This design comes from an exercise in tuning for small area, a short achievable clock period and few clock cycles per item on the open sky130 flow, not from production work.
Only simulation tests tie the RTL to the original design; equivalence was not proved.

## flow/design.v (module list and top-level ports; edited modules follow where they fit)
// module csaFA: 10 lines
// module csaHA: 9 lines
// module peTop: 778 lines
module peTop (
	input wire clk,
	input wire rstN,
	input wire cmdValid,
	input wire [2:0] cmdOp,
	input wire [16-1:0] cmdData,
	output logic cmdReady,
	output logic outValid,
	output logic [16-1:0] outData,
	input wire outReady
);
  // ...
==> flow/flow/run.sh <==
#!/bin/bash
set -euo pipefail
MARGIN=$(cat flow/margin.txt)
bash standard.sh synth > synth.log 2>&1
bash standard.sh SETUP_SLACK_MARGIN="$MARGIN" finish > layout.log 2>&1
==> flow/flow/margin.txt <==
6.0
==> flow/standard.sh <==
#!/bin/bash
# synth_recipe.tcl (not shown) runs the flow's synth.tcl, then flattens the netlist and writes it again
# the make line also repeats each setting of config.mk as NAME=value (left out here)
make -C /OpenROAD-flow-scripts/flow DESIGN_CONFIG=/design/flow/config.mk WORK_HOME=/design/flow/orfs CLKGATE_MAP_FILE= SYNTH_SCRIPT=/design/flow/synth_recipe.tcl "${@:-finish}"
==> flow/config.mk <==
export PLATFORM = sky130hd
export DESIGN_NAME = peTop
export DESIGN_NICKNAME = peTop
export VERILOG_FILES = /design/flow/design.v
export SDC_FILE = /design/flow/constraint.sdc
export NUM_CORES = 4
export LEC_CHECK = 0
export CAP_MARGIN = 20
export CORE_MARGIN = 2
export CORE_UTILIZATION = 40
export CTS_CLUSTER_DIAMETER = 80
export CTS_CLUSTER_SIZE = 25
export SLEW_MARGIN = 20
export SYNTH_HIERARCHICAL = 1
==> flow/constraint.sdc <==
create_clock -name core_clock -period 9.0 [get_ports {clk}]
set_input_delay 1.8000 -clock core_clock [delete_from_list [all_inputs] [get_ports {clk}]]
set_output_delay 1.8000 -clock core_clock [all_outputs]
set_load 0.01 [all_outputs]
==> results.sh, run 1 <==
export IMPL_clkCellAreaFrac_pct=3.80
export IMPL_worstSetupPathDepth=1
export IMPL_placedCellCount=3413
export IMPL_regMostFlops="wmem"
export IMPL_synthArstFlopShare_pct=7.93
export IMPL_numCtsBuffers=40
export IMPL_synthCells=2433
export IMPL_synthTopCellsByArea="edfxtp_1, dfxtp_1, mux4_2"
export IMPL_ff2ff_setup_slack_ps=6030
export IMPL_hold_slack_ps=369
export IMPL_clk_path_buf_depth=3
export IMPL_num_rows=105
export IMPL_antenna_found_initial=0
export IMPL_hold_path_class="reg2reg"
export IMPL_taps=1070
export IMPL_yosysMostFrequentCell="edfxtp_1"
export IMPL_setup_ws_ps=5950
export IMPL_met3_length_mm=2.87
export IMPL_status="no timing/DRC/antenna violations"
export IMPL_design_core_area_sq_um=82000
export IMPL_whs_path_depth=0
export IMPL_largest_class="flip-flops and latches"
export IMPL_setup_viol=0
export IMPL_insertedDiodeCount=0
export IMPL_worstHoldStart="clr2"
export IMPL_synth_area_sq_um=33100
export IMPL_routed_wl_mm=77.8
export IMPL_fmax_mhz=328
export IMPL_setup_worst_path_end_class="output port"
export IMPL_yosysTopAreaCell="edfxtp_1"
export IMPL_cts_tree="done"
export IMPL_met1_length_mm=34.7
export IMPL_htree_levels=2
export IMPL_final_util_pct=44.1
export IMPL_initial_core_util_pct=40.3
export IMPL_grt_use_met1_pct=24.8
Testbench counts, summed over its fixed seeds: cycles 7,701, results 384.
==> module peTop, before the edit <==
module peTop (
	input wire clk,
	input wire rstN,
	input wire cmdValid,
	input wire [2:0] cmdOp,
	input wire [16-1:0] cmdData,
	output logic cmdReady,
	output logic outValid,
	output logic [16-1:0] outData,
	input wire outReady
);
	localparam logic [2:0] MA = 3'd0;
	localparam logic [2:0] MAB = 3'd1;
	localparam logic [2:0] BIAS = 3'd2;
	localparam logic [2:0] ACT = 3'd3;
	localparam logic [2:0] ACTCLR = 3'd4;
	localparam logic [2:0] LOAD = 3'd5;
	logic stall;
	logic v1;
	logic fMA1;
	logic fMAB1;
	logic fBIAS1;
	logic fACT1;
	logic fCLR1;
	logic fLOAD1;
	logic [15:0] d1;
	logic [15:0] wmem [16];
	logic [3:0] wRd;
	logic [3:0] wWr;
	logic wFull;
	logic [15:0] bmem [8];
	logic [2:0] bRd;
	logic [2:0] bWr;
	logic [3:0] bCnt;
	logic headIsR;
	logic rValid;
	logic [7:0] rQ;
	logic rNeg;
	logic act2;
	logic clr2;
	logic [15:0] a2;
	logic [7:0] bNeg2;
	logic [7:0] bOne2;
	logic [7:0] bTwo2;
	logic act3;
	logic clr3;
	logic [31:0] row0;
	logic [31:0] row1;
	logic [31:0] row2;
	logic [31:0] acc;
	logic [3:1] accC;
	logic accKeep;
	logic outVal;
	logic outValidQ;
	assign outValid = outValidQ;
	logic [15:0] outQ;
	assign outData = outQ;
	logic busy;
	logic [3:0] cnt;
	logic dNeg;
	logic dClr;
	logic [15:0] rem;
	logic [15:0] dvs;
	logic [7:0] quo;
	wire go1 = v1 && !stall;
	wire isMA1 = fMA1;
	wire isMAB1 = fMAB1;
	wire isBIAS1 = fBIAS1;
	wire isCLR1 = fCLR1;
	wire isLOAD1 = fLOAD1;
	wire isAct1 = fACT1 || fCLR1;
	wire isMac1 = fMA1 || fMAB1 || fBIAS1;
	wire wLoad = go1 && isLOAD1 && !wFull;
	wire wAdv = go1 && isMac1;
	wire [3:0] wWrNext = wWr + 4'd1;
	always_ff @(posedge clk)
	begin
		if (wLoad)
			wmem[wWr] <= d1;
	end
	always_ff @(posedge clk or negedge rstN)
	begin
		if (!rstN)
		begin
			wRd <= '0;
			wWr <= '0;
			wFull <= 1'b0;
		end
		else
		begin
			if (wLoad)
				wWr <= wWrNext;
			if (wAdv)
			begin
				wRd <= wRd + 4'd1;
				wFull <= 1'b0;
			end
			else if (wLoad && (wWrNext == wRd))
				wFull <= 1'b1;
		end
	end
	wire bEmpty = (bCnt == 4'd0);
	wire bFull = bCnt[3];
	wire bPush = go1 && (isMA1 || isMAB1) && !bFull;
	wire bPop = go1 && isMAB1 && !bEmpty;
	wire bFlush = go1 && isCLR1;
	always_ff @(posedge clk)
	begin
		if (bPush)
			bmem[bWr] <= d1;
	end
	wire outFree = !outVal || outReady;
	wire lastStep = busy && (cnt == 4'd8);
	wire waitOut = busy && (cnt == 4'd9);
	wire divFinish = (lastStep || waitOut) && outFree;
	logic capPend;
	logic capClr;
	wire capReq = act3 || capPend;
	logic capNowQ;
	wire capNow = capNowQ;
	wire capPendN = capReq && !capNow;
	logic busyN;
	logic [3:0] cntN;
	always_comb
	begin
		busyN = busy;
		cntN = cnt;
		if (capNow)
		begin
			busyN = 1'b1;
			cntN = 4'd0;
		end
		else if (busy)
		begin
			if (divFinish)
				busyN = 1'b0;
			if (!waitOut)
				cntN = cnt + 4'd1;
		end
	end
	wire outValidN = divFinish || (outVal && !outReady);
	wire capNowN = (act2 || capPendN) &&
		(!busyN || (((cntN == 4'd8) || (cntN == 4'd9)) && !outValidN));
	wire rDone = lastStep && dClr;
	wire headIsRN = bFlush ? 1'b1 : (bPop ? 1'b0 : headIsR);
	wire rValidN = bFlush ? 1'b0 : (rDone ? 1'b1 : rValid);
	wire act2N = go1 && isAct1;
	wire sumWaitN = capPendN || act2N || act2;
	wire divSoonN = !busyN || (((cntN == 4'd6) || (cntN == 4'd7) || (cntN == 4'd8) || (cntN == 4'd9)) && !outValidN);
	wire actOkN = !sumWaitN;
	wire macOkN = !sumWaitN || divSoonN;
	wire pendRN = headIsRN && !rValidN;
	wire acceptNow = cmdValid && !stall;
	wire v1N = stall ? v1 : acceptNow;
	wire inMA = (cmdOp == MA);
	wire inMAB = (cmdOp == MAB);
	wire inBIAS = (cmdOp == BIAS);
	wire inACT = (cmdOp == ACT);
	wire inCLR = (cmdOp == ACTCLR);
	wire inLOAD = (cmdOp == LOAD);
	wire isMacN = stall ? isMac1 : (inMA || inMAB || inBIAS);
	wire isActN = stall ? isAct1 : (inACT || inCLR);
	wire isRN = stall ? (isMAB1 || isCLR1) : (inMAB || inCLR);
	wire stallN = v1N && (
		(isActN && !actOkN) ||
		(isMacN && !macOkN) ||
		(isRN && pendRN));
	logic rdyQ;
	assign cmdReady = rdyQ;
	always_ff @(posedge clk or negedge rstN)
	begin
		if (!rstN)
		begin
			stall <= 1'b0;
			rdyQ <= 1'b1;
			v1 <= 1'b0;
			bRd <= '0;
			bWr <= '0;
			bCnt <= '0;
			headIsR <= 1'b0;
			rValid <= 1'b0;
		end
		else
		begin
			stall <= stallN;
			rdyQ <= !stallN;
			v1 <= v1N;
			headIsR <= headIsRN;
			rValid <= rValidN;
			if (bFlush)
			begin
				bRd <= bWr;
				bWr <= bWr + 3'd1;
				bCnt <= 4'd1;
			end
			else
			begin
				if (bPush)
					bWr <= bWr + 3'd1;
				if (bPop)
					bRd <= bRd + 3'd1;
				bCnt <= bCnt + {3'd0, bPush} - {3'd0, bPop};
			end
		end
	end
	always_ff @(posedge clk)
	begin
		if (!stall)
		begin
			fMA1 <= inMA;
			fMAB1 <= inMAB;
			fBIAS1 <= inBIAS;
			fACT1 <= inACT;
			fCLR1 <= inCLR;
			fLOAD1 <= inLOAD;
			d1 <= cmdData;
		end
	end
	wire [15:0] rVal = rNeg ? -{8'd0, rQ} : {8'd0, rQ};
	wire [15:0] head = headIsR ? rVal : bmem[bRd];
	wire [15:0] opA = !wAdv ? 16'd0 : (isMAB1 ? (bEmpty ? 16'd0 : head) : d1);
	wire [15:0] w = wmem[wRd];
	wire [16:0] wx = {w, 1'b0};
	logic [7:0] bNeg;
	logic [7:0] bOne;
	logic [7:0] bTwo;
	always_comb
	begin
		for (int j = 0; j < 8; j++)
		begin
			bNeg[j] = wx[2*j+2];
			bOne[j] = wx[2*j+1] ^ wx[2*j];
			bTwo[j] = (wx[2*j+2] && !wx[2*j+1] && !wx[2*j]) || (!wx[2*j+2] && wx[2*j+1] && wx[2*j]);
		end
	end
	wire [31:0] prodRow0;
	wire [31:0] prodRow1;
	wire [31:0] prodRow2;
	wire m_pp0_0 = ((a2[0] & bOne2[0])) ^ bNeg2[0];
	wire m_pp0_1 = ((a2[1] & bOne2[0]) | (a2[0] & bTwo2[0])) ^ bNeg2[0];
	wire m_pp0_2 = ((a2[2] & bOne2[0]) | (a2[1] & bTwo2[0])) ^ bNeg2[0];
	wire m_pp0_3 = ((a2[3] & bOne2[0]) | (a2[2] & bTwo2[0])) ^ bNeg2[0];
	wire m_pp0_4 = ((a2[4] & bOne2[0]) | (a2[3] & bTwo2[0])) ^ bNeg2[0];
	wire m_pp0_5 = ((a2[5] & bOne2[0]) | (a2[4] & bTwo2[0])) ^ bNeg2[0];
	wire m_pp0_6 = ((a2[6] & bOne2[0]) | (a2[5] & bTwo2[0])) ^ bNeg2[0];
	wire m_pp0_7 = ((a2[7] & bOne2[0]) | (a2[6] & bTwo2[0])) ^ bNeg2[0];
	wire m_pp0_8 = ((a2[8] & bOne2[0]) | (a2[7] & bTwo2[0])) ^ bNeg2[0];
	wire m_pp0_9 = ((a2[9] & bOne2[0]) | (a2[8] & bTwo2[0])) ^ bNeg2[0];
	wire m_pp0_10 = ((a2[10] & bOne2[0]) | (a2[9] & bTwo2[0])) ^ bNeg2[0];
	wire m_pp0_11 = ((a2[11] & bOne2[0]) | (a2[10] & bTwo2[0])) ^ bNeg2[0];
	wire m_pp0_12 = ((a2[12] & bOne2[0]) | (a2[11] & bTwo2[0])) ^ bNeg2[0];
	wire m_pp0_13 = ((a2[13] & bOne2[0]) | (a2[12] & bTwo2[0])) ^ bNeg2[0];
	wire m_pp0_14 = ((a2[14] & bOne2[0]) | (a2[13] & bTwo2[0])) ^ bNeg2[0];
	wire m_pp0_15 = ((a2[15] & bOne2[0]) | (a2[14] & bTwo2[0])) ^ bNeg2[0];
	wire m_pp0_16 = ((a2[15] & bOne2[0]) | (a2[15] & bTwo2[0])) ^ bNeg2[0];
	wire m_pp1_0 = ((a2[0] & bOne2[1])) ^ bNeg2[1];
	wire m_pp1_1 = ((a2[1] & bOne2[1]) | (a2[0] & bTwo2[1])) ^ bNeg2[1];
	wire m_pp1_2 = ((a2[2] & bOne2[1]) | (a2[1] & bTwo2[1])) ^ bNeg2[1];
	wire m_pp1_3 = ((a2[3] & bOne2[1]) | (a2[2] & bTwo2[1])) ^ bNeg2[1];
	wire m_pp1_4 = ((a2[4] & bOne2[1]) | (a2[3] & bTwo2[1])) ^ bNeg2[1];
	wire m_pp1_5 = ((a2[5] & bOne2[1]) | (a2[4] & bTwo2[1])) ^ bNeg2[1];
	wire m_pp1_6 = ((a2[6] & bOne2[1]) | (a2[5] & bTwo2[1])) ^ bNeg2[1];
	wire m_pp1_7 = ((a2[7] & bOne2[1]) | (a2[6] & bTwo2[1])) ^ bNeg2[1];
	wire m_pp1_8 = ((a2[8] & bOne2[1]) | (a2[7] & bTwo2[1])) ^ bNeg2[1];
	wire m_pp1_9 = ((a2[9] & bOne2[1]) | (a2[8] & bTwo2[1])) ^ bNeg2[1];
	wire m_pp1_10 = ((a2[10] & bOne2[1]) | (a2[9] & bTwo2[1])) ^ bNeg2[1];
	wire m_pp1_11 = ((a2[11] & bOne2[1]) | (a2[10] & bTwo2[1])) ^ bNeg2[1];
	wire m_pp1_12 = ((a2[12] & bOne2[1]) | (a2[11] & bTwo2[1])) ^ bNeg2[1];
	wire m_pp1_13 = ((a2[13] & bOne2[1]) | (a2[12] & bTwo2[1])) ^ bNeg2[1];
	wire m_pp1_14 = ((a2[14] & bOne2[1]) | (a2[13] & bTwo2[1])) ^ bNeg2[1];
	wire m_pp1_15 = ((a2[15] & bOne2[1]) | (a2[14] & bTwo2[1])) ^ bNeg2[1];
	wire m_pp1_16 = ((a2[15] & bOne2[1]) | (a2[15] & bTwo2[1])) ^ bNeg2[1];
	wire m_pp2_0 = ((a2[0] & bOne2[2])) ^ bNeg2[2];
	wire m_pp2_1 = ((a2[1] & bOne2[2]) | (a2[0] & bTwo2[2])) ^ bNeg2[2];
	wire m_pp2_2 = ((a2[2] & bOne2[2]) | (a2[1] & bTwo2[2])) ^ bNeg2[2];
	wire m_pp2_3 = ((a2[3] & bOne2[2]) | (a2[2] & bTwo2[2])) ^ bNeg2[2];
	wire m_pp2_4 = ((a2[4] & bOne2[2]) | (a2[3] & bTwo2[2])) ^ bNeg2[2];
	wire m_pp2_5 = ((a2[5] & bOne2[2]) | (a2[4] & bTwo2[2])) ^ bNeg2[2];
	wire m_pp2_6 = ((a2[6] & bOne2[2]) | (a2[5] & bTwo2[2])) ^ bNeg2[2];
	wire m_pp2_7 = ((a2[7] & bOne2[2]) | (a2[6] & bTwo2[2])) ^ bNeg2[2];
	wire m_pp2_8 = ((a2[8] & bOne2[2]) | (a2[7] & bTwo2[2])) ^ bNeg2[2];
	wire m_pp2_9 = ((a2[9] & bOne2[2]) | (a2[8] & bTwo2[2])) ^ bNeg2[2];
	wire m_pp2_10 = ((a2[10] & bOne2[2]) | (a2[9] & bTwo2[2])) ^ bNeg2[2];
	wire m_pp2_11 = ((a2[11] & bOne2[2]) | (a2[10] & bTwo2[2])) ^ bNeg2[2];
	wire m_pp2_12 = ((a2[12] & bOne2[2]) | (a2[11] & bTwo2[2])) ^ bNeg2[2];
	wire m_pp2_13 = ((a2[13] & bOne2[2]) | (a2[12] & bTwo2[2])) ^ bNeg2[2];
	wire m_pp2_14 = ((a2[14] & bOne2[2]) | (a2[13] & bTwo2[2])) ^ bNeg2[2];
	wire m_pp2_15 = ((a2[15] & bOne2[2]) | (a2[14] & bTwo2[2])) ^ bNeg2[2];
	wire m_pp2_16 = ((a2[15] & bOne2[2]) | (a2[15] & bTwo2[2])) ^ bNeg2[2];
	wire m_pp3_0 = ((a2[0] & bOne2[3])) ^ bNeg2[3];
	wire m_pp3_1 = ((a2[1] & bOne2[3]) | (a2[0] & bTwo2[3])) ^ bNeg2[3];
	wire m_pp3_2 = ((a2[2] & bOne2[3]) | (a2[1] & bTwo2[3])) ^ bNeg2[3];
	wire m_pp3_3 = ((a2[3] & bOne2[3]) | (a2[2] & bTwo2[3])) ^ bNeg2[3];
	wire m_pp3_4 = ((a2[4] & bOne2[3]) | (a2[3] & bTwo2[3])) ^ bNeg2[3];
	wire m_pp3_5 = ((a2[5] & bOne2[3]) | (a2[4] & bTwo2[3])) ^ bNeg2[3];
	wire m_pp3_6 = ((a2[6] & bOne2[3]) | (a2[5] & bTwo2[3])) ^ bNeg2[3];
	wire m_pp3_7 = ((a2[7] & bOne2[3]) | (a2[6] & bTwo2[3])) ^ bNeg2[3];
	wire m_pp3_8 = ((a2[8] & bOne2[3]) | (a2[7] & bTwo2[3])) ^ bNeg2[3];
	wire m_pp3_9 = ((a2[9] & bOne2[3]) | (a2[8] & bTwo2[3])) ^ bNeg2[3];
	wire m_pp3_10 = ((a2[10] & bOne2[3]) | (a2[9] & bTwo2[3])) ^ bNeg2[3];
	wire m_pp3_11 = ((a2[11] & bOne2[3]) | (a2[10] & bTwo2[3])) ^ bNeg2[3];
	wire m_pp3_12 = ((a2[12] & bOne2[3]) | (a2[11] & bTwo2[3])) ^ bNeg2[3];
	wire m_pp3_13 = ((a2[13] & bOne2[3]) | (a2[12] & bTwo2[3])) ^ bNeg2[3];
	wire m_pp3_14 = ((a2[14] & bOne2[3]) | (a2[13] & bTwo2[3])) ^ bNeg2[3];
	wire m_pp3_15 = ((a2[15] & bOne2[3]) | (a2[14] & bTwo2[3])) ^ bNeg2[3];
	wire m_pp3_16 = ((a2[15] & bOne2[3]) | (a2[15] & bTwo2[3])) ^ bNeg2[3];
	wire m_pp4_0 = ((a2[0] & bOne2[4])) ^ bNeg2[4];
	wire m_pp4_1 = ((a2[1] & bOne2[4]) | (a2[0] & bTwo2[4])) ^ bNeg2[4];
	wire m_pp4_2 = ((a2[2] & bOne2[4]) | (a2[1] & bTwo2[4])) ^ bNeg2[4];
	wire m_pp4_3 = ((a2[3] & bOne2[4]) | (a2[2] & bTwo2[4])) ^ bNeg2[4];
	wire m_pp4_4 = ((a2[4] & bOne2[4]) | (a2[3] & bTwo2[4])) ^ bNeg2[4];
	wire m_pp4_5 = ((a2[5] & bOne2[4]) | (a2[4] & bTwo2[4])) ^ bNeg2[4];
	wire m_pp4_6 = ((a2[6] & bOne2[4]) | (a2[5] & bTwo2[4])) ^ bNeg2[4];
	wire m_pp4_7 = ((a2[7] & bOne2[4]) | (a2[6] & bTwo2[4])) ^ bNeg2[4];
	wire m_pp4_8 = ((a2[8] & bOne2[4]) | (a2[7] & bTwo2[4])) ^ bNeg2[4];
	wire m_pp4_9 = ((a2[9] & bOne2[4]) | (a2[8] & bTwo2[4])) ^ bNeg2[4];
	wire m_pp4_10 = ((a2[10] & bOne2[4]) | (a2[9] & bTwo2[4])) ^ bNeg2[4];
	wire m_pp4_11 = ((a2[11] & bOne2[4]) | (a2[10] & bTwo2[4])) ^ bNeg2[4];
	wire m_pp4_12 = ((a2[12] & bOne2[4]) | (a2[11] & bTwo2[4])) ^ bNeg2[4];
	wire m_pp4_13 = ((a2[13] & bOne2[4]) | (a2[12] & bTwo2[4])) ^ bNeg2[4];
	wire m_pp4_14 = ((a2[14] & bOne2[4]) | (a2[13] & bTwo2[4])) ^ bNeg2[4];
	wire m_pp4_15 = ((a2[15] & bOne2[4]) | (a2[14] & bTwo2[4])) ^ bNeg2[4];
	wire m_pp4_16 = ((a2[15] & bOne2[4]) | (a2[15] & bTwo2[4])) ^ bNeg2[4];
	wire m_pp5_0 = ((a2[0] & bOne2[5])) ^ bNeg2[5];
	wire m_pp5_1 = ((a2[1] & bOne2[5]) | (a2[0] & bTwo2[5])) ^ bNeg2[5];
	wire m_pp5_2 = ((a2[2] & bOne2[5]) | (a2[1] & bTwo2[5])) ^ bNeg2[5];
	wire m_pp5_3 = ((a2[3] & bOne2[5]) | (a2[2] & bTwo2[5])) ^ bNeg2[5];
	wire m_pp5_4 = ((a2[4] & bOne2[5]) | (a2[3] & bTwo2[5])) ^ bNeg2[5];
	wire m_pp5_5 = ((a2[5] & bOne2[5]) | (a2[4] & bTwo2[5])) ^ bNeg2[5];
	wire m_pp5_6 = ((a2[6] & bOne2[5]) | (a2[5] & bTwo2[5])) ^ bNeg2[5];
	wire m_pp5_7 = ((a2[7] & bOne2[5]) | (a2[6] & bTwo2[5])) ^ bNeg2[5];
	wire m_pp5_8 = ((a2[8] & bOne2[5]) | (a2[7] & bTwo2[5])) ^ bNeg2[5];
	wire m_pp5_9 = ((a2[9] & bOne2[5]) | (a2[8] & bTwo2[5])) ^ bNeg2[5];
	wire m_pp5_10 = ((a2[10] & bOne2[5]) | (a2[9] & bTwo2[5])) ^ bNeg2[5];
	wire m_pp5_11 = ((a2[11] & bOne2[5]) | (a2[10] & bTwo2[5])) ^ bNeg2[5];
	wire m_pp5_12 = ((a2[12] & bOne2[5]) | (a2[11] & bTwo2[5])) ^ bNeg2[5];
	wire m_pp5_13 = ((a2[13] & bOne2[5]) | (a2[12] & bTwo2[5])) ^ bNeg2[5];
	wire m_pp5_14 = ((a2[14] & bOne2[5]) | (a2[13] & bTwo2[5])) ^ bNeg2[5];
	wire m_pp5_15 = ((a2[15] & bOne2[5]) | (a2[14] & bTwo2[5])) ^ bNeg2[5];
	wire m_pp5_16 = ((a2[15] & bOne2[5]) | (a2[15] & bTwo2[5])) ^ bNeg2[5];
	wire m_pp6_0 = ((a2[0] & bOne2[6])) ^ bNeg2[6];
	wire m_pp6_1 = ((a2[1] & bOne2[6]) | (a2[0] & bTwo2[6])) ^ bNeg2[6];
	wire m_pp6_2 = ((a2[2] & bOne2[6]) | (a2[1] & bTwo2[6])) ^ bNeg2[6];
	wire m_pp6_3 = ((a2[3] & bOne2[6]) | (a2[2] & bTwo2[6])) ^ bNeg2[6];
	wire m_pp6_4 = ((a2[4] & bOne2[6]) | (a2[3] & bTwo2[6])) ^ bNeg2[6];
	wire m_pp6_5 = ((a2[5] & bOne2[6]) | (a2[4] & bTwo2[6])) ^ bNeg2[6];
	wire m_pp6_6 = ((a2[6] & bOne2[6]) | (a2[5] & bTwo2[6])) ^ bNeg2[6];
	wire m_pp6_7 = ((a2[7] & bOne2[6]) | (a2[6] & bTwo2[6])) ^ bNeg2[6];
	wire m_pp6_8 = ((a2[8] & bOne2[6]) | (a2[7] & bTwo2[6])) ^ bNeg2[6];
	wire m_pp6_9 = ((a2[9] & bOne2[6]) | (a2[8] & bTwo2[6])) ^ bNeg2[6];
	wire m_pp6_10 = ((a2[10] & bOne2[6]) | (a2[9] & bTwo2[6])) ^ bNeg2[6];
	wire m_pp6_11 = ((a2[11] & bOne2[6]) | (a2[10] & bTwo2[6])) ^ bNeg2[6];
	wire m_pp6_12 = ((a2[12] & bOne2[6]) | (a2[11] & bTwo2[6])) ^ bNeg2[6];
	wire m_pp6_13 = ((a2[13] & bOne2[6]) | (a2[12] & bTwo2[6])) ^ bNeg2[6];
	wire m_pp6_14 = ((a2[14] & bOne2[6]) | (a2[13] & bTwo2[6])) ^ bNeg2[6];
	wire m_pp6_15 = ((a2[15] & bOne2[6]) | (a2[14] & bTwo2[6])) ^ bNeg2[6];
	wire m_pp6_16 = ((a2[15] & bOne2[6]) | (a2[15] & bTwo2[6])) ^ bNeg2[6];
	wire m_pp7_0 = ((a2[0] & bOne2[7])) ^ bNeg2[7];
	wire m_pp7_1 = ((a2[1] & bOne2[7]) | (a2[0] & bTwo2[7])) ^ bNeg2[7];
	wire m_pp7_2 = ((a2[2] & bOne2[7]) | (a2[1] & bTwo2[7])) ^ bNeg2[7];
	wire m_pp7_3 = ((a2[3] & bOne2[7]) | (a2[2] & bTwo2[7])) ^ bNeg2[7];
	wire m_pp7_4 = ((a2[4] & bOne2[7]) | (a2[3] & bTwo2[7])) ^ bNeg2[7];
	wire m_pp7_5 = ((a2[5] & bOne2[7]) | (a2[4] & bTwo2[7])) ^ bNeg2[7];
	wire m_pp7_6 = ((a2[6] & bOne2[7]) | (a2[5] & bTwo2[7])) ^ bNeg2[7];
	wire m_pp7_7 = ((a2[7] & bOne2[7]) | (a2[6] & bTwo2[7])) ^ bNeg2[7];
	wire m_pp7_8 = ((a2[8] & bOne2[7]) | (a2[7] & bTwo2[7])) ^ bNeg2[7];
	wire m_pp7_9 = ((a2[9] & bOne2[7]) | (a2[8] & bTwo2[7])) ^ bNeg2[7];
	wire m_pp7_10 = ((a2[10] & bOne2[7]) | (a2[9] & bTwo2[7])) ^ bNeg2[7];
	wire m_pp7_11 = ((a2[11] & bOne2[7]) | (a2[10] & bTwo2[7])) ^ bNeg2[7];
	wire m_pp7_12 = ((a2[12] & bOne2[7]) | (a2[11] & bTwo2[7])) ^ bNeg2[7];
	wire m_pp7_13 = ((a2[13] & bOne2[7]) | (a2[12] & bTwo2[7])) ^ bNeg2[7];
	wire m_pp7_14 = ((a2[14] & bOne2[7]) | (a2[13] & bTwo2[7])) ^ bNeg2[7];
	wire m_pp7_15 = ((a2[15] & bOne2[7]) | (a2[14] & bTwo2[7])) ^ bNeg2[7];
	wire m_pp7_16 = ((a2[15] & bOne2[7]) | (a2[15] & bTwo2[7])) ^ bNeg2[7];
	wire m_ha1_s, m_ha1_c;
	csaHA u_m_ha1 (.a(m_pp0_10), .b(m_pp1_8), .s(m_ha1_s), .co(m_ha1_c));
	wire m_ha2_s, m_ha2_c;
	csaHA u_m_ha2 (.a(m_pp0_11), .b(m_pp1_9), .s(m_ha2_s), .co(m_ha2_c));
	wire m_fa1_s, m_fa1_c;
	csaFA u_m_fa1 (.a(m_pp0_12), .b(m_pp1_10), .ci(m_pp2_8), .s(m_fa1_s), .co(m_fa1_c));
	wire m_ha3_s, m_ha3_c;
	csaHA u_m_ha3 (.a(m_pp3_6), .b(m_pp4_4), .s(m_ha3_s), .co(m_ha3_c));
	wire m_fa2_s, m_fa2_c;
	csaFA u_m_fa2 (.a(m_pp0_13), .b(m_pp1_11), .ci(m_pp2_9), .s(m_fa2_s), .co(m_fa2_c));
	wire m_ha4_s, m_ha4_c;
	csaHA u_m_ha4 (.a(m_pp3_7), .b(m_pp4_5), .s(m_ha4_s), .co(m_ha4_c));
	wire m_fa3_s, m_fa3_c;
	csaFA u_m_fa3 (.a(m_pp0_14), .b(m_pp1_12), .ci(m_pp2_10), .s(m_fa3_s), .co(m_fa3_c));
	wire m_fa4_s, m_fa4_c;
	csaFA u_m_fa4 (.a(m_pp3_8), .b(m_pp4_6), .ci(m_pp5_4), .s(m_fa4_s), .co(m_fa4_c));
	wire m_ha5_s, m_ha5_c;
	csaHA u_m_ha5 (.a(m_pp6_2), .b(m_pp7_0), .s(m_ha5_s), .co(m_ha5_c));
	wire m_fa5_s, m_fa5_c;
	csaFA u_m_fa5 (.a(m_pp0_15), .b(m_pp1_13), .ci(m_pp2_11), .s(m_fa5_s), .co(m_fa5_c));
	wire m_fa6_s, m_fa6_c;
	csaFA u_m_fa6 (.a(m_pp3_9), .b(m_pp4_7), .ci(m_pp5_5), .s(m_fa6_s), .co(m_fa6_c));
	wire m_ha6_s, m_ha6_c;
	csaHA u_m_ha6 (.a(m_pp6_3), .b(m_pp7_1), .s(m_ha6_s), .co(m_ha6_c));
	wire m_fa7_s, m_fa7_c;
	csaFA u_m_fa7 (.a(~m_pp0_16), .b(m_pp1_14), .ci(m_pp2_12), .s(m_fa7_s), .co(m_fa7_c));
	wire m_fa8_s, m_fa8_c;
	csaFA u_m_fa8 (.a(m_pp3_10), .b(m_pp4_8), .ci(m_pp5_6), .s(m_fa8_s), .co(m_fa8_c));
	wire m_fc1_s = ~(m_pp6_4 ^ m_pp7_2);
	wire m_fc1_c = m_pp6_4 | m_pp7_2;
	wire m_fa9_s, m_fa9_c;
	csaFA u_m_fa9 (.a(m_pp1_15), .b(m_pp2_13), .ci(m_pp3_11), .s(m_fa9_s), .co(m_fa9_c));
	wire m_fa10_s, m_fa10_c;
	csaFA u_m_fa10 (.a(m_pp4_9), .b(m_pp5_7), .ci(m_pp6_5), .s(m_fa10_s), .co(m_fa10_c));
	wire m_fc2_s = ~m_pp7_3;
	wire m_fa11_s, m_fa11_c;
	csaFA u_m_fa11 (.a(~m_pp1_16), .b(m_pp2_14), .ci(m_pp3_12), .s(m_fa11_s), .co(m_fa11_c));
	wire m_fa12_s, m_fa12_c;
	csaFA u_m_fa12 (.a(m_pp4_10), .b(m_pp5_8), .ci(m_pp6_6), .s(m_fa12_s), .co(m_fa12_c));
	wire m_fa13_s, m_fa13_c;
	csaFA u_m_fa13 (.a(m_pp2_15), .b(m_pp3_13), .ci(m_pp4_11), .s(m_fa13_s), .co(m_fa13_c));
	wire m_ha7_s, m_ha7_c;
	csaHA u_m_ha7 (.a(m_pp5_9), .b(m_pp6_7), .s(m_ha7_s), .co(m_ha7_c));
	wire m_fa14_s, m_fa14_c;
	csaFA u_m_fa14 (.a(~m_pp2_16), .b(m_pp3_14), .ci(m_pp4_12), .s(m_fa14_s), .co(m_fa14_c));
	wire m_ha8_s, m_ha8_c;
	csaHA u_m_ha8 (.a(m_pp3_15), .b(m_pp4_13), .s(m_ha8_s), .co(m_ha8_c));
	wire m_ha9_s, m_ha9_c;
	csaHA u_m_ha9 (.a(m_pp0_6), .b(m_pp1_4), .s(m_ha9_s), .co(m_ha9_c));
	wire m_ha10_s, m_ha10_c;
	csaHA u_m_ha10 (.a(m_pp0_7), .b(m_pp1_5), .s(m_ha10_s), .co(m_ha10_c));
	wire m_fa15_s, m_fa15_c;
	csaFA u_m_fa15 (.a(m_pp0_8), .b(m_pp1_6), .ci(m_pp2_4), .s(m_fa15_s), .co(m_fa15_c));
	wire m_ha11_s, m_ha11_c;
	csaHA u_m_ha11 (.a(m_pp3_2), .b(m_pp4_0), .s(m_ha11_s), .co(m_ha11_c));
	wire m_fa16_s, m_fa16_c;
	csaFA u_m_fa16 (.a(m_pp0_9), .b(m_pp1_7), .ci(m_pp2_5), .s(m_fa16_s), .co(m_fa16_c));
	wire m_ha12_s, m_ha12_c;
	csaHA u_m_ha12 (.a(m_pp3_3), .b(m_pp4_1), .s(m_ha12_s), .co(m_ha12_c));
	wire m_fa17_s, m_fa17_c;
	csaFA u_m_fa17 (.a(m_pp2_6), .b(m_pp3_4), .ci(m_pp4_2), .s(m_fa17_s), .co(m_fa17_c));
	wire m_fa18_s, m_fa18_c;
	csaFA u_m_fa18 (.a(m_pp5_0), .b(bNeg2[5]), .ci(m_ha1_s), .s(m_fa18_s), .co(m_fa18_c));
	wire m_fa19_s, m_fa19_c;
	csaFA u_m_fa19 (.a(m_pp2_7), .b(m_pp3_5), .ci(m_pp4_3), .s(m_fa19_s), .co(m_fa19_c));
	wire m_fa20_s, m_fa20_c;
	csaFA u_m_fa20 (.a(m_pp5_1), .b(m_ha1_c), .ci(m_ha2_s), .s(m_fa20_s), .co(m_fa20_c));
	wire m_fa21_s, m_fa21_c;
	csaFA u_m_fa21 (.a(m_pp5_2), .b(m_pp6_0), .ci(bNeg2[6]), .s(m_fa21_s), .co(m_fa21_c));
	wire m_fa22_s, m_fa22_c;
	csaFA u_m_fa22 (.a(m_ha2_c), .b(m_fa1_s), .ci(m_ha3_s), .s(m_fa22_s), .co(m_fa22_c));
	wire m_fa23_s, m_fa23_c;
	csaFA u_m_fa23 (.a(m_pp5_3), .b(m_pp6_1), .ci(m_fa1_c), .s(m_fa23_s), .co(m_fa23_c));
	wire m_fa24_s, m_fa24_c;
	csaFA u_m_fa24 (.a(m_ha3_c), .b(m_fa2_s), .ci(m_ha4_s), .s(m_fa24_s), .co(m_fa24_c));
	wire m_fa25_s, m_fa25_c;
	csaFA u_m_fa25 (.a(bNeg2[7]), .b(m_fa2_c), .ci(m_ha4_c), .s(m_fa25_s), .co(m_fa25_c));
	wire m_fa26_s, m_fa26_c;
	csaFA u_m_fa26 (.a(m_fa3_s), .b(m_fa4_s), .ci(m_ha5_s), .s(m_fa26_s), .co(m_fa26_c));
	wire m_fa27_s, m_fa27_c;
	csaFA u_m_fa27 (.a(m_fa3_c), .b(m_fa4_c), .ci(m_ha5_c), .s(m_fa27_s), .co(m_fa27_c));
	wire m_fa28_s, m_fa28_c;
	csaFA u_m_fa28 (.a(m_fa5_s), .b(m_fa6_s), .ci(m_ha6_s), .s(m_fa28_s), .co(m_fa28_c));
	wire m_fa29_s, m_fa29_c;
	csaFA u_m_fa29 (.a(m_fa5_c), .b(m_fa6_c), .ci(m_ha6_c), .s(m_fa29_s), .co(m_fa29_c));
	wire m_fa30_s, m_fa30_c;
	csaFA u_m_fa30 (.a(m_fa7_s), .b(m_fa8_s), .ci(m_fc1_s), .s(m_fa30_s), .co(m_fa30_c));
	wire m_fa31_s, m_fa31_c;
	csaFA u_m_fa31 (.a(m_fa7_c), .b(m_fa8_c), .ci(m_fc1_c), .s(m_fa31_s), .co(m_fa31_c));
	wire m_fa32_s, m_fa32_c;
	csaFA u_m_fa32 (.a(m_fa9_s), .b(m_fa10_s), .ci(m_fc2_s), .s(m_fa32_s), .co(m_fa32_c));
	wire m_fa33_s, m_fa33_c;
	csaFA u_m_fa33 (.a(m_pp7_4), .b(m_fa9_c), .ci(m_fa10_c), .s(m_fa33_s), .co(m_fa33_c));
	wire m_fa34_s, m_fa34_c;
	csaFA u_m_fa34 (.a(m_pp7_3), .b(m_fa11_s), .ci(m_fa12_s), .s(m_fa34_s), .co(m_fa34_c));
	wire m_fa35_s, m_fa35_c;
	csaFA u_m_fa35 (.a(m_pp7_5), .b(m_fa11_c), .ci(m_fa12_c), .s(m_fa35_s), .co(m_fa35_c));
	wire m_fc3_s = ~(m_fa13_s ^ m_ha7_s);
	wire m_fc3_c = m_fa13_s | m_ha7_s;
	wire m_fa36_s, m_fa36_c;
	csaFA u_m_fa36 (.a(m_pp5_10), .b(m_pp6_8), .ci(m_pp7_6), .s(m_fa36_s), .co(m_fa36_c));
	wire m_fa37_s, m_fa37_c;
	csaFA u_m_fa37 (.a(m_fa13_c), .b(m_ha7_c), .ci(m_fa14_s), .s(m_fa37_s), .co(m_fa37_c));
	wire m_fa38_s, m_fa38_c;
	csaFA u_m_fa38 (.a(m_pp5_11), .b(m_pp6_9), .ci(m_pp7_7), .s(m_fa38_s), .co(m_fa38_c));
	wire m_fc4_s = ~(m_fa14_c ^ m_ha8_s);
	wire m_fc4_c = m_fa14_c | m_ha8_s;
	wire m_fa39_s, m_fa39_c;
	csaFA u_m_fa39 (.a(~m_pp3_16), .b(m_pp4_14), .ci(m_pp5_12), .s(m_fa39_s), .co(m_fa39_c));
	wire m_fa40_s, m_fa40_c;
	csaFA u_m_fa40 (.a(m_pp6_10), .b(m_pp7_8), .ci(m_ha8_c), .s(m_fa40_s), .co(m_fa40_c));
	wire m_fa41_s, m_fa41_c;
	csaFA u_m_fa41 (.a(m_pp4_15), .b(m_pp5_13), .ci(m_pp6_11), .s(m_fa41_s), .co(m_fa41_c));
	wire m_fc5_s = ~m_pp7_9;
	wire m_fa42_s, m_fa42_c;
	csaFA u_m_fa42 (.a(~m_pp4_16), .b(m_pp5_14), .ci(m_pp6_12), .s(m_fa42_s), .co(m_fa42_c));
	wire m_ha13_s, m_ha13_c;
	csaHA u_m_ha13 (.a(m_pp5_15), .b(m_pp6_13), .s(m_ha13_s), .co(m_ha13_c));
	wire m_ha14_s, m_ha14_c;
	csaHA u_m_ha14 (.a(m_pp0_4), .b(m_pp1_2), .s(m_ha14_s), .co(m_ha14_c));
	wire m_ha15_s, m_ha15_c;
	csaHA u_m_ha15 (.a(m_pp0_5), .b(m_pp1_3), .s(m_ha15_s), .co(m_ha15_c));
	wire m_fa43_s, m_fa43_c;
	csaFA u_m_fa43 (.a(m_pp2_2), .b(m_pp3_0), .ci(bNeg2[3]), .s(m_fa43_s), .co(m_fa43_c));
	wire m_fa44_s, m_fa44_c;
	csaFA u_m_fa44 (.a(m_pp2_3), .b(m_pp3_1), .ci(m_ha9_c), .s(m_fa44_s), .co(m_fa44_c));
	wire m_fa45_s, m_fa45_c;
	csaFA u_m_fa45 (.a(bNeg2[4]), .b(m_ha10_c), .ci(m_fa15_s), .s(m_fa45_s), .co(m_fa45_c));
	wire m_fa46_s, m_fa46_c;
	csaFA u_m_fa46 (.a(m_fa15_c), .b(m_ha11_c), .ci(m_fa16_s), .s(m_fa46_s), .co(m_fa46_c));
	wire m_fa47_s, m_fa47_c;
	csaFA u_m_fa47 (.a(m_fa16_c), .b(m_ha12_c), .ci(m_fa17_s), .s(m_fa47_s), .co(m_fa47_c));
	wire m_fa48_s, m_fa48_c;
	csaFA u_m_fa48 (.a(m_fa17_c), .b(m_fa18_c), .ci(m_fa19_s), .s(m_fa48_s), .co(m_fa48_c));
	wire m_fa49_s, m_fa49_c;
	csaFA u_m_fa49 (.a(m_fa19_c), .b(m_fa20_c), .ci(m_fa21_s), .s(m_fa49_s), .co(m_fa49_c));
	wire m_fa50_s, m_fa50_c;
	csaFA u_m_fa50 (.a(m_fa21_c), .b(m_fa22_c), .ci(m_fa23_s), .s(m_fa50_s), .co(m_fa50_c));
	wire m_fa51_s, m_fa51_c;
	csaFA u_m_fa51 (.a(m_fa23_c), .b(m_fa24_c), .ci(m_fa25_s), .s(m_fa51_s), .co(m_fa51_c));
	wire m_fa52_s, m_fa52_c;
	csaFA u_m_fa52 (.a(m_fa25_c), .b(m_fa26_c), .ci(m_fa27_s), .s(m_fa52_s), .co(m_fa52_c));
	wire m_fa53_s, m_fa53_c;
	csaFA u_m_fa53 (.a(m_fa27_c), .b(m_fa28_c), .ci(m_fa29_s), .s(m_fa53_s), .co(m_fa53_c));
	wire m_fa54_s, m_fa54_c;
	csaFA u_m_fa54 (.a(m_fa29_c), .b(m_fa30_c), .ci(m_fa31_s), .s(m_fa54_s), .co(m_fa54_c));
	wire m_fa55_s, m_fa55_c;
	csaFA u_m_fa55 (.a(m_fa31_c), .b(m_fa32_c), .ci(m_fa33_s), .s(m_fa55_s), .co(m_fa55_c));
	wire m_fa56_s, m_fa56_c;
	csaFA u_m_fa56 (.a(m_fa33_c), .b(m_fa34_c), .ci(m_fa35_s), .s(m_fa56_s), .co(m_fa56_c));
	wire m_fa57_s, m_fa57_c;
	csaFA u_m_fa57 (.a(m_fa35_c), .b(m_fc3_c), .ci(m_fa36_s), .s(m_fa57_s), .co(m_fa57_c));
	wire m_fa58_s, m_fa58_c;
	csaFA u_m_fa58 (.a(m_fa36_c), .b(m_fa37_c), .ci(m_fa38_s), .s(m_fa58_s), .co(m_fa58_c));
	wire m_fa59_s, m_fa59_c;
	csaFA u_m_fa59 (.a(m_fa38_c), .b(m_fc4_c), .ci(m_fa39_s), .s(m_fa59_s), .co(m_fa59_c));
	wire m_fa60_s, m_fa60_c;
	csaFA u_m_fa60 (.a(m_fa39_c), .b(m_fa40_c), .ci(m_fa41_s), .s(m_fa60_s), .co(m_fa60_c));
	wire m_fa61_s, m_fa61_c;
	csaFA u_m_fa61 (.a(m_pp7_10), .b(m_fa41_c), .ci(m_pp7_9), .s(m_fa61_s), .co(m_fa61_c));
	wire m_fa62_s, m_fa62_c;
	csaFA u_m_fa62 (.a(m_pp7_11), .b(m_fa42_c), .ci(m_ha13_s), .s(m_fa62_s), .co(m_fa62_c));
	wire m_fa63_s, m_fa63_c;
	csaFA u_m_fa63 (.a(~m_pp5_16), .b(m_pp6_14), .ci(m_pp7_12), .s(m_fa63_s), .co(m_fa63_c));
	wire m_ha16_s, m_ha16_c;
	csaHA u_m_ha16 (.a(m_pp6_15), .b(m_pp7_13), .s(m_ha16_s), .co(m_ha16_c));
	assign prodRow0 = {1'b1, ~m_pp7_16, m_pp7_15, ~m_pp6_16, 1'b1, m_ha13_c, 1'b1, m_fa42_s, m_fc5_s, m_fa40_s, m_fc4_s, m_fa37_s, m_fc3_s, m_fa34_s, m_fa32_s, m_fa30_s, m_fa28_s, m_fa26_s, m_fa24_s, m_fa22_s, m_fa20_s, m_fa18_s, m_ha12_s, m_ha11_s, m_ha10_s, m_ha9_s, m_pp2_1, m_pp2_0, m_pp0_3, m_pp0_2, m_pp0_1, m_pp0_0};
	assign prodRow1 = {1'b0, 1'b0, 1'b1, m_pp7_14, m_fa63_c, m_fa62_c, m_fa61_c, m_fa60_c, m_fa59_c, m_fa58_c, m_fa57_c, m_fa56_c, m_fa55_c, m_fa54_c, m_fa53_c, m_fa52_c, m_fa51_c, m_fa50_c, m_fa49_c, m_fa48_c, m_fa47_c, m_fa46_c, m_fa45_c, m_fa44_c, m_fa43_c, m_ha15_c, m_ha14_c, bNeg2[2], m_pp1_1, m_pp1_0, 1'b0, bNeg2[0]};
	assign prodRow2 = {1'b0, 1'b0, 1'b0, m_ha16_c, m_ha16_s, m_fa63_s, m_fa62_s, m_fa61_s, m_fa60_s, m_fa59_s, m_fa58_s, m_fa57_s, m_fa56_s, m_fa55_s, m_fa54_s, m_fa53_s, m_fa52_s, m_fa51_s, m_fa50_s, m_fa49_s, m_fa48_s, m_fa47_s, m_fa46_s, m_fa45_s, m_fa44_s, m_fa43_s, m_ha15_s, m_ha14_s, 1'b0, bNeg2[1], 1'b0, 1'b0};
	wire [31:0] accIn = accKeep ? acc : 32'd0;
	wire [3:1] accCIn = accKeep ? accC : 3'd0;
	wire [31:0] accT0;
	wire [31:0] accT1;
	wire m_ha17_s, m_ha17_c;
	csaHA u_m_ha17 (.a(row0[2]), .b(row1[2]), .s(m_ha17_s), .co(m_ha17_c));
	wire m_ha18_s, m_ha18_c;
	csaHA u_m_ha18 (.a(row0[3]), .b(row1[3]), .s(m_ha18_s), .co(m_ha18_c));
	wire m_fa64_s, m_fa64_c;
	csaFA u_m_fa64 (.a(row0[4]), .b(row1[4]), .ci(row2[4]), .s(m_fa64_s), .co(m_fa64_c));
	wire m_fa65_s, m_fa65_c;
	csaFA u_m_fa65 (.a(row0[5]), .b(row1[5]), .ci(row2[5]), .s(m_fa65_s), .co(m_fa65_c));
	wire m_fa66_s, m_fa66_c;
	csaFA u_m_fa66 (.a(row0[6]), .b(row1[6]), .ci(row2[6]), .s(m_fa66_s), .co(m_fa66_c));
	wire m_fa67_s, m_fa67_c;
	csaFA u_m_fa67 (.a(row0[7]), .b(row1[7]), .ci(row2[7]), .s(m_fa67_s), .co(m_fa67_c));
	wire m_fa68_s, m_fa68_c;
	csaFA u_m_fa68 (.a(row0[8]), .b(row1[8]), .ci(row2[8]), .s(m_fa68_s), .co(m_fa68_c));
	wire m_fa69_s, m_fa69_c;
	csaFA u_m_fa69 (.a(row0[9]), .b(row1[9]), .ci(row2[9]), .s(m_fa69_s), .co(m_fa69_c));
	wire m_fa70_s, m_fa70_c;
	csaFA u_m_fa70 (.a(row0[10]), .b(row1[10]), .ci(row2[10]), .s(m_fa70_s), .co(m_fa70_c));
	wire m_fa71_s, m_fa71_c;
	csaFA u_m_fa71 (.a(row0[11]), .b(row1[11]), .ci(row2[11]), .s(m_fa71_s), .co(m_fa71_c));
	wire m_fa72_s, m_fa72_c;
	csaFA u_m_fa72 (.a(row0[12]), .b(row1[12]), .ci(row2[12]), .s(m_fa72_s), .co(m_fa72_c));
	wire m_fa73_s, m_fa73_c;
	csaFA u_m_fa73 (.a(row0[13]), .b(row1[13]), .ci(row2[13]), .s(m_fa73_s), .co(m_fa73_c));
	wire m_fa74_s, m_fa74_c;
	csaFA u_m_fa74 (.a(row0[14]), .b(row1[14]), .ci(row2[14]), .s(m_fa74_s), .co(m_fa74_c));
	wire m_fa75_s, m_fa75_c;
	csaFA u_m_fa75 (.a(row0[15]), .b(row1[15]), .ci(row2[15]), .s(m_fa75_s), .co(m_fa75_c));
	wire m_fa76_s, m_fa76_c;
	csaFA u_m_fa76 (.a(row0[16]), .b(row1[16]), .ci(row2[16]), .s(m_fa76_s), .co(m_fa76_c));
	wire m_fa77_s, m_fa77_c;
	csaFA u_m_fa77 (.a(row0[17]), .b(row1[17]), .ci(row2[17]), .s(m_fa77_s), .co(m_fa77_c));
	wire m_fa78_s, m_fa78_c;
	csaFA u_m_fa78 (.a(row0[18]), .b(row1[18]), .ci(row2[18]), .s(m_fa78_s), .co(m_fa78_c));
	wire m_fa79_s, m_fa79_c;
	csaFA u_m_fa79 (.a(row0[19]), .b(row1[19]), .ci(row2[19]), .s(m_fa79_s), .co(m_fa79_c));
	wire m_fa80_s, m_fa80_c;
	csaFA u_m_fa80 (.a(row0[20]), .b(row1[20]), .ci(row2[20]), .s(m_fa80_s), .co(m_fa80_c));
	wire m_fa81_s, m_fa81_c;
	csaFA u_m_fa81 (.a(row0[21]), .b(row1[21]), .ci(row2[21]), .s(m_fa81_s), .co(m_fa81_c));
	wire m_fa82_s, m_fa82_c;
	csaFA u_m_fa82 (.a(row0[22]), .b(row1[22]), .ci(row2[22]), .s(m_fa82_s), .co(m_fa82_c));
	wire m_fa83_s, m_fa83_c;
	csaFA u_m_fa83 (.a(row0[23]), .b(row1[23]), .ci(row2[23]), .s(m_fa83_s), .co(m_fa83_c));
	wire m_fa84_s, m_fa84_c;
	csaFA u_m_fa84 (.a(row0[24]), .b(row1[24]), .ci(row2[24]), .s(m_fa84_s), .co(m_fa84_c));
	wire m_fa85_s, m_fa85_c;
	csaFA u_m_fa85 (.a(row1[25]), .b(row2[25]), .ci(accIn[25]), .s(m_fa85_s), .co(m_fa85_c));
	wire m_fa86_s, m_fa86_c;
	csaFA u_m_fa86 (.a(row0[26]), .b(row1[26]), .ci(row2[26]), .s(m_fa86_s), .co(m_fa86_c));
	wire m_fa87_s, m_fa87_c;
	csaFA u_m_fa87 (.a(row1[27]), .b(row2[27]), .ci(accIn[27]), .s(m_fa87_s), .co(m_fa87_c));
	wire m_fa88_s, m_fa88_c;
	csaFA u_m_fa88 (.a(row0[28]), .b(row1[28]), .ci(row2[28]), .s(m_fa88_s), .co(m_fa88_c));
	wire m_ha19_s, m_ha19_c;
	csaHA u_m_ha19 (.a(row0[29]), .b(accIn[29]), .s(m_ha19_s), .co(m_ha19_c));
	wire m_ha20_s, m_ha20_c;
	csaHA u_m_ha20 (.a(row0[0]), .b(row1[0]), .s(m_ha20_s), .co(m_ha20_c));
	wire m_ha21_s, m_ha21_c;
	csaHA u_m_ha21 (.a(row0[1]), .b(accIn[1]), .s(m_ha21_s), .co(m_ha21_c));
	wire m_fa89_s, m_fa89_c;
	csaFA u_m_fa89 (.a(row2[2]), .b(accIn[2]), .ci(m_ha17_s), .s(m_fa89_s), .co(m_fa89_c));
	wire m_fa90_s, m_fa90_c;
	csaFA u_m_fa90 (.a(accIn[3]), .b(m_ha17_c), .ci(m_ha18_s), .s(m_fa90_s), .co(m_fa90_c));
	wire m_fa91_s, m_fa91_c;
	csaFA u_m_fa91 (.a(accIn[4]), .b(m_ha18_c), .ci(m_fa64_s), .s(m_fa91_s), .co(m_fa91_c));
	wire m_fa92_s, m_fa92_c;
	csaFA u_m_fa92 (.a(accIn[5]), .b(m_fa64_c), .ci(m_fa65_s), .s(m_fa92_s), .co(m_fa92_c));
	wire m_fa93_s, m_fa93_c;
	csaFA u_m_fa93 (.a(accIn[6]), .b(m_fa65_c), .ci(m_fa66_s), .s(m_fa93_s), .co(m_fa93_c));
	wire m_fa94_s, m_fa94_c;
	csaFA u_m_fa94 (.a(accIn[7]), .b(m_fa66_c), .ci(m_fa67_s), .s(m_fa94_s), .co(m_fa94_c));
	wire m_fa95_s, m_fa95_c;
	csaFA u_m_fa95 (.a(accIn[8]), .b(m_fa67_c), .ci(m_fa68_s), .s(m_fa95_s), .co(m_fa95_c));
	wire m_fa96_s, m_fa96_c;
	csaFA u_m_fa96 (.a(accIn[9]), .b(m_fa68_c), .ci(m_fa69_s), .s(m_fa96_s), .co(m_fa96_c));
	wire m_fa97_s, m_fa97_c;
	csaFA u_m_fa97 (.a(accIn[10]), .b(m_fa69_c), .ci(m_fa70_s), .s(m_fa97_s), .co(m_fa97_c));
	wire m_fa98_s, m_fa98_c;
	csaFA u_m_fa98 (.a(accIn[11]), .b(m_fa70_c), .ci(m_fa71_s), .s(m_fa98_s), .co(m_fa98_c));
	wire m_fa99_s, m_fa99_c;
	csaFA u_m_fa99 (.a(accIn[12]), .b(m_fa71_c), .ci(m_fa72_s), .s(m_fa99_s), .co(m_fa99_c));
	wire m_fa100_s, m_fa100_c;
	csaFA u_m_fa100 (.a(accIn[13]), .b(m_fa72_c), .ci(m_fa73_s), .s(m_fa100_s), .co(m_fa100_c));
	wire m_fa101_s, m_fa101_c;
	csaFA u_m_fa101 (.a(accIn[14]), .b(m_fa73_c), .ci(m_fa74_s), .s(m_fa101_s), .co(m_fa101_c));
	wire m_fa102_s, m_fa102_c;
	csaFA u_m_fa102 (.a(accIn[15]), .b(m_fa74_c), .ci(m_fa75_s), .s(m_fa102_s), .co(m_fa102_c));
	wire m_fa103_s, m_fa103_c;
	csaFA u_m_fa103 (.a(accIn[16]), .b(m_fa75_c), .ci(m_fa76_s), .s(m_fa103_s), .co(m_fa103_c));
	wire m_fa104_s, m_fa104_c;
	csaFA u_m_fa104 (.a(accIn[17]), .b(m_fa76_c), .ci(m_fa77_s), .s(m_fa104_s), .co(m_fa104_c));
	wire m_fa105_s, m_fa105_c;
	csaFA u_m_fa105 (.a(accIn[18]), .b(m_fa77_c), .ci(m_fa78_s), .s(m_fa105_s), .co(m_fa105_c));
	wire m_fa106_s, m_fa106_c;
	csaFA u_m_fa106 (.a(accIn[19]), .b(m_fa78_c), .ci(m_fa79_s), .s(m_fa106_s), .co(m_fa106_c));
	wire m_fa107_s, m_fa107_c;
	csaFA u_m_fa107 (.a(accIn[20]), .b(m_fa79_c), .ci(m_fa80_s), .s(m_fa107_s), .co(m_fa107_c));
	wire m_fa108_s, m_fa108_c;
	csaFA u_m_fa108 (.a(accIn[21]), .b(m_fa80_c), .ci(m_fa81_s), .s(m_fa108_s), .co(m_fa108_c));
	wire m_fa109_s, m_fa109_c;
	csaFA u_m_fa109 (.a(accIn[22]), .b(m_fa81_c), .ci(m_fa82_s), .s(m_fa109_s), .co(m_fa109_c));
	wire m_fa110_s, m_fa110_c;
	csaFA u_m_fa110 (.a(accIn[23]), .b(m_fa82_c), .ci(m_fa83_s), .s(m_fa110_s), .co(m_fa110_c));
	wire m_fa111_s, m_fa111_c;
	csaFA u_m_fa111 (.a(accIn[24]), .b(m_fa83_c), .ci(m_fa84_s), .s(m_fa111_s), .co(m_fa111_c));
	wire m_fc6_s = ~(m_fa84_c ^ m_fa85_s);
	wire m_fc6_c = m_fa84_c | m_fa85_s;
	wire m_fa112_s, m_fa112_c;
	csaFA u_m_fa112 (.a(accIn[26]), .b(m_fa85_c), .ci(m_fa86_s), .s(m_fa112_s), .co(m_fa112_c));
	wire m_fc7_s = ~(m_fa86_c ^ m_fa87_s);
	wire m_fc7_c = m_fa86_c | m_fa87_s;
	wire m_fa113_s, m_fa113_c;
	csaFA u_m_fa113 (.a(accIn[28]), .b(m_fa87_c), .ci(m_fa88_s), .s(m_fa113_s), .co(m_fa113_c));
	wire m_fc8_s = ~(m_fa88_c ^ m_ha19_s);
	wire m_fc8_c = m_fa88_c | m_ha19_s;
	wire m_fa114_s, m_fa114_c;
	csaFA u_m_fa114 (.a(row0[30]), .b(accIn[30]), .ci(m_ha19_c), .s(m_fa114_s), .co(m_fa114_c));
	wire m_fc9_s = ~accIn[31];
	assign accT0 = {m_fa114_c, m_fc8_c, m_fa113_c, m_fc7_c, m_fa112_c, m_fc6_c, m_fa111_c, m_fa110_c, m_fa109_c, m_fa108_c, m_fa107_c, m_fa106_c, m_fa105_c, m_fa104_c, m_fa103_c, m_fa102_c, m_fa101_c, m_fa100_c, m_fa99_c, m_fa98_c, m_fa97_c, m_fa96_c, m_fa95_c, m_fa94_c, m_fa93_c, m_fa92_c, m_fa91_c, m_fa90_c, m_fa89_c, m_ha21_c, m_ha20_c, accIn[0]};
	assign accT1 = {m_fc9_s, m_fa114_s, m_fc8_s, m_fa113_s, m_fc7_s, m_fa112_s, m_fc6_s, m_fa111_s, m_fa110_s, m_fa109_s, m_fa108_s, m_fa107_s, m_fa106_s, m_fa105_s, m_fa104_s, m_fa103_s, m_fa102_s, m_fa101_s, m_fa100_s, m_fa99_s, m_fa98_s, m_fa97_s, m_fa96_s, m_fa95_s, m_fa94_s, m_fa93_s, m_fa92_s, m_fa91_s, m_fa90_s, m_fa89_s, m_ha21_s, m_ha20_s};
	wire [8:0] accB0 = {1'b0, accT0[7:0]} + {1'b0, accT1[7:0]};
	wire [8:0] accB1 = {1'b0, accT0[15:8]} + {1'b0, accT1[15:8]} + {8'd0, accCIn[1]};
	wire [8:0] accB2 = {1'b0, accT0[23:16]} + {1'b0, accT1[23:16]} + {8'd0, accCIn[2]};
	wire [7:0] accB3 = accT0[31:24] + accT1[31:24] + {7'd0, accCIn[3]};
	wire [31:0] accSum = acc + {accC[3], 7'd0, accC[2], 7'd0, accC[1], 8'd0};
	always_ff @(posedge clk)
	begin
		acc <= {accB3, accB2[7:0], accB1[7:0], accB0[7:0]};
		accC <= {accB2[8], accB1[8], accB0[8]};
		bNeg2 <= bNeg;
		bOne2 <= bOne;
		bTwo2 <= bTwo;
		row0 <= prodRow0;
		row1 <= prodRow1;
		row2 <= prodRow2;
	end
	always_ff @(posedge clk or negedge rstN)
	begin
		if (!rstN)
		begin
			act2 <= 1'b0;
			clr2 <= 1'b0;
			act3 <= 1'b0;
			clr3 <= 1'b0;
			a2 <= '0;
			accKeep <= 1'b0;
			capNowQ <= 1'b0;
			capPend <= 1'b0;
		end
		else
		begin
			act2 <= act2N;
			clr2 <= isCLR1;
			act3 <= act2;
			clr3 <= clr2;
			a2 <= opA;
			accKeep <= !capNowN;
			capNowQ <= capNowN;
			capPend <= capPendN;
		end
	end
	wire ovf = !((&dvs[15:7]) || !(|dvs[15:7]));
	wire [15:0] xSat = ovf ? (dvs[15] ? 16'h8000 : 16'h7fff) : {dvs[7:0], rem[15:8]};
	wire xNeg = xSat[15];
	wire q7 = xNeg ? (!(&xSat[15:8]) || (xSat[7:0] == 8'd0)) : (|xSat[15:8]);
	wire [15:0] mag = rem + {15'd0, dNeg};
	wire [17:0] trial = {1'b0, rem, 1'b0} - {2'b0, dvs};
	wire qBit = !trial[17];
	wire [7:0] quoStep = {quo[6:0], qBit};
	wire [15:0] yWait = dNeg ? -{8'd0, quo} : {8'd0, quo};
	wire [6:0] negQ = -quo[6:0];
	wire [15:0] yStep1 = dNeg ? {{8{1'b1}}, ~quo[6:0], 1'b1} : {8'd0, quo[6:0], 1'b1};
	wire [15:0] yStep0 = dNeg ? {{8{|quo[6:0]}}, negQ, 1'b0} : {8'd0, quo[6:0], 1'b0};
	wire [15:0] yIf1 = waitOut ? yWait : yStep1;
	wire [15:0] yIf0 = waitOut ? yWait : yStep0;
	wire [15:0] yOut = qBit ? yIf1 : yIf0;
	always_ff @(posedge clk)
	begin
		if (act3)
			capClr <= clr3;
		if (capNow)
			rem <= accSum[15:0];
		else if (cnt == 4'd0)
			rem <= xSat ^ {16{xNeg}};
		else if (cnt == 4'd1)
			rem <= quo[0] ? {mag[15:8] - 8'd1, mag[7:0]} : {mag[14:0], 1'b0};
		else
			rem <= qBit ? trial[15:0] : {rem[14:0], 1'b0};
		if (capNow)
		begin
			dvs <= accSum[31:16];
			dClr <= act3 ? clr3 : capClr;
		end
		else if (busy && (cnt == 4'd0))
		begin
			dNeg <= xNeg;
			quo <= {7'd0, q7};
		end
		else if (busy && (cnt == 4'd1))
			dvs <= mag + 16'd256;
		else if (busy && !waitOut)
			quo <= quoStep;
		if (rDone)
		begin
			rQ <= quoStep;
			rNeg <= dNeg;
		end
		if (divFinish)
		begin
			outQ <= yOut;
		end
	end
	always_ff @(posedge clk or negedge rstN)
	begin
		if (!rstN)
		begin
			busy <= 1'b0;
			cnt <= '0;
			outVal <= 1'b0;
			outValidQ <= 1'b0;
		end
		else
		begin
			busy <= busyN;
			cnt <= cntN;
			outVal <= outValidN;
			outValidQ <= outValidN;
		end
	end
endmodule
==> inputs of run 2 (changes only) <==
--- a/flow/design.v
+++ b/flow/design.v
@@ -198,3 +198,3 @@
 			stall <= 1'b0;
-			rdyQ <= 1'b1;
+			rdyQ <= 1'b0;
 			v1 <= 1'b0;
==> flow/flow/margin.txt (replaced) <==
6.2
==> results.sh, run 2 <==
export IMPL_drtIter0Drc=1691
export IMPL_routedWlPerCell_um=22.6
export IMPL_final_cell_mix="edfxtp_1, xnor2_1, dfxtp_1"
export IMPL_drive_gt1_share_pct=17.6
export IMPL_crit_required_ps=7200
export IMPL_critical_path_class="reg2out"
export IMPL_cts_root_buf="clkbuf_16"
export IMPL_fp_dieArea_sq_um=85000
export IMPL_yosysTopAreaCell="edfxtp_1"
export IMPL_synth_seq_area_share_pct=55.1
export IMPL_vias=19587
export IMPL_overflow=0
export IMPL_ff_latch_area_sq_um=18300
export IMPL_path_buf_inv=1
export IMPL_yosysWarnings=7
export IMPL_clk_path_buf_depth=3
export IMPL_synthArstFlopShare_pct=7.93
export IMPL_insertedDiodeCount=0
export IMPL_synthTopCellsByArea="edfxtp_1, dfxtp_1, mux4_2"
export IMPL_finalClockSkew_ps=47.9
export IMPL_synthXorXnorAreaFrac_pct=6.72
export IMPL_hold_path_class="reg2reg"
export IMPL_synth_top_area_share_pct=41.4
export IMPL_synth_avg_cell_area_sq_um=13.6
export IMPL_yosysMostFrequentCell="edfxtp_1"
export IMPL_grt_pass1_vias=20207
export IMPL_muxShareOfSynthArea_pct=8.56
export IMPL_area_delta_synth_final_pct=10.9
export IMPL_die_w_um=291
export IMPL_netlist_top_cells_count="edfxtp_1, xnor2_1, dfxtp_1, nand2_1, fa_1"
export IMPL_crit_fanout=2
export IMPL_largest_reg_flops=256
export IMPL_setup_viol=0
export IMPL_io_pins=41
export IMPL_grt_start_max_net_pins=69
export IMPL_synthFlopType="edfxtp_1"
export IMPL_worstPathCellList="buf_2"
export IMPL_fillers=7388
export IMPL_ys_ff_latch=668
export IMPL_synth_area_sq_um=33100
export IMPL_crit_family="flip-flops"
export IMPL_final_common_cell="edfxtp_1"
export IMPL_dp_hpwl_mm=51.3
export IMPL_drtAntennaViolNets=0
export IMPL_synth_compound_area_share_pct=8.11
export IMPL_setup_worst_path_end_class="output port"
export IMPL_synthAdderAreaFrac_pct=11.2
export IMPL_fin_crit_sh_pct=32.6
export IMPL_hold_buffers=0
export IMPL_die_y_um=291
export IMPL_cts_sinks=668
export IMPL_nNetsFinal=2682
export IMPL_vias_per_cell=5.54
export IMPL_grt_pass1_wl_mm=122
export IMPL_rsz0062_at_grt="yes"
export IMPL_design_core_area_sq_um=82000
export IMPL_synth_simple_area_share_pct=7.31
export IMPL_grt_use_total_pct=18.6
export IMPL_num_rows=105
export IMPL_htree_levels=2
export IMPL_synth_cell_types=78
export IMPL_regMostFlops="wmem"
export IMPL_drv_slew=0
export IMPL_syn_num_nets=2678
export IMPL_slowest_delay_ps=390
export IMPL_clkSlewWorstSetupHoldPaths_ps=100
export IMPL_slowest_stage="edfxtp_1"
export IMPL_top_regs="wmem: 256 flops, bmem: 128 flops, acc: 32 flops"
export IMPL_slew_headroom_pct=29.2
export IMPL_drt_pass1_iter_count=6
export IMPL_fmax_mhz=341
export IMPL_routed_wl_mm=79.9
export IMPL_status="no timing/DRC/antenna violations"
export IMPL_cts_tree="done"
export IMPL_initial_core_util_pct=40.3
export IMPL_numCtsBuffers=38
export IMPL_antenna_found_initial=0
export IMPL_place_gp_congestion=0.900
export IMPL_crit_arrival_ps=1130
export IMPL_hold_slack_ps=353
export IMPL_tightest_slew_ps=1060
export IMPL_synthCells=2433
export IMPL_fin_crit_ps=2930
export IMPL_final_hold_viol_count=0
export IMPL_drv_cap=0
export IMPL_port_buffers=40
export IMPL_synth_edf_count=456
export IMPL_multiInputGateArea_sq_um=14400
export IMPL_synth_top_family_by_area="adder cells"
export IMPL_critPathLaunchType="flip-flop"
export IMPL_clk_latency_ps=610
export IMPL_drcViolationCount=0
export IMPL_finalSetupTns_ps=0
==> run 2: cell count changes after synthesis <==
| cell | delta |
|---|---|
| dfrtp_1 | +1 |
| dfstp_2 | -1 |
==> run 2: worst paths after layout <==
kind	slack, ps	cells after the start	startpoint	endpoint
setup reg to reg	6110	14	accKeep	acc[31]
hold reg to reg	350	0	clr2	clr3
min in group asynchronous	1310	2	rstN	bCnt[1]
hold / removal	350	0	clr2	clr3
setup / recovery	6070	1	outQ[12]	outData[12]
max in group asynchronous	7140	2	rstN	wRd[0]
==> run 2: per-module statistics from Yosys (local to each module, per instance) <==
module,cells inside,flip-flops and latches
csaHA,1,0
peTop,2298,668
csaFA,1,0
==> run 2: layout make-up <==
cell class                 count  area share, %
sequential                   668           49.8
multi-input combinational   1511           39.2
tap                         1070           3.65
clock buffer                  53           2.83
timing repair buffer         116           2.77
inverter                     101           1.06
clock inverter                17          0.638
timing repair inverter         1         0.0171
==> run 2: timing repair <==
action                                  CTS  global route
gates cloned                              0             2
pin swaps                                28            47
endpoints found under the hold margin     0             0
gates resized for setup                 169            70
buffers inserted                         20            19
endpoints found under the setup margin  216           180
==> run 2: per-layer routing <==
metal,up-vias,part of all wire [%],global-route usage (%)
met5,-,0,0
met4,0,2.0,4.59
met3,103,4.4,1.97
met2,534,50,32.5
met1,10097,43,24.9
li1,8853,-,-
==> run 2: cells by family after synthesis <==
logic type,Yosys count
xor gates and xnor gates,252
buffers and inverters,254
muxes,141
AOI/OAI and AO/OA,406
adders and majority gates,222
DFF,668
and+or+nand+nor,490
==> run 2: stage by stage <==
step           std cells  cell area, sq um  setup slack (ps)  utilization (%)
4_1_cts             3515             36200              6030             44.1
3_3_place_gp        3425             34500              5370             42.1
6_report            3537             36600              6070             44.7
5_1_grt             3537             36600              5980             44.7
3_5_place_dp        3425             34500              5310             42.1
2_1_floorplan       2433             33100              6040                -
Testbench counts of run 2, summed over its fixed seeds: cycles 7,701, results 384.

afterwards: timing with drivers on the ports:
In the flow no input, the clock included, has a driving cell. The finished layouts below were timed again as built, in two steps.
Step 1, drivers: a clkbuf_16 drives clk and a buf_2 each remaining input, both assumed.
Step 2, shift: input delay + t, output delay - t, t = (earliest + latest rising clock arrival at the registers) / 2. This alone moves slack from input paths to output paths.
a / b / c = no drivers / after step 1 / after step 2; a / b = the first two.
run	shift t [ns]	slack for setup (ns)	clock arrival spread, ns
run 1	0.656	5.947 / 5.885 / 5.519	0.050 / 0.050
run 2	0.655	6.066 / 6.001 / 5.646	0.049 / 0.049
After both steps every run listed still meets setup and hold. The setup slack of run 1, which loses most, moves by -0.062 ns with the drivers and by -0.428 ns with both steps.
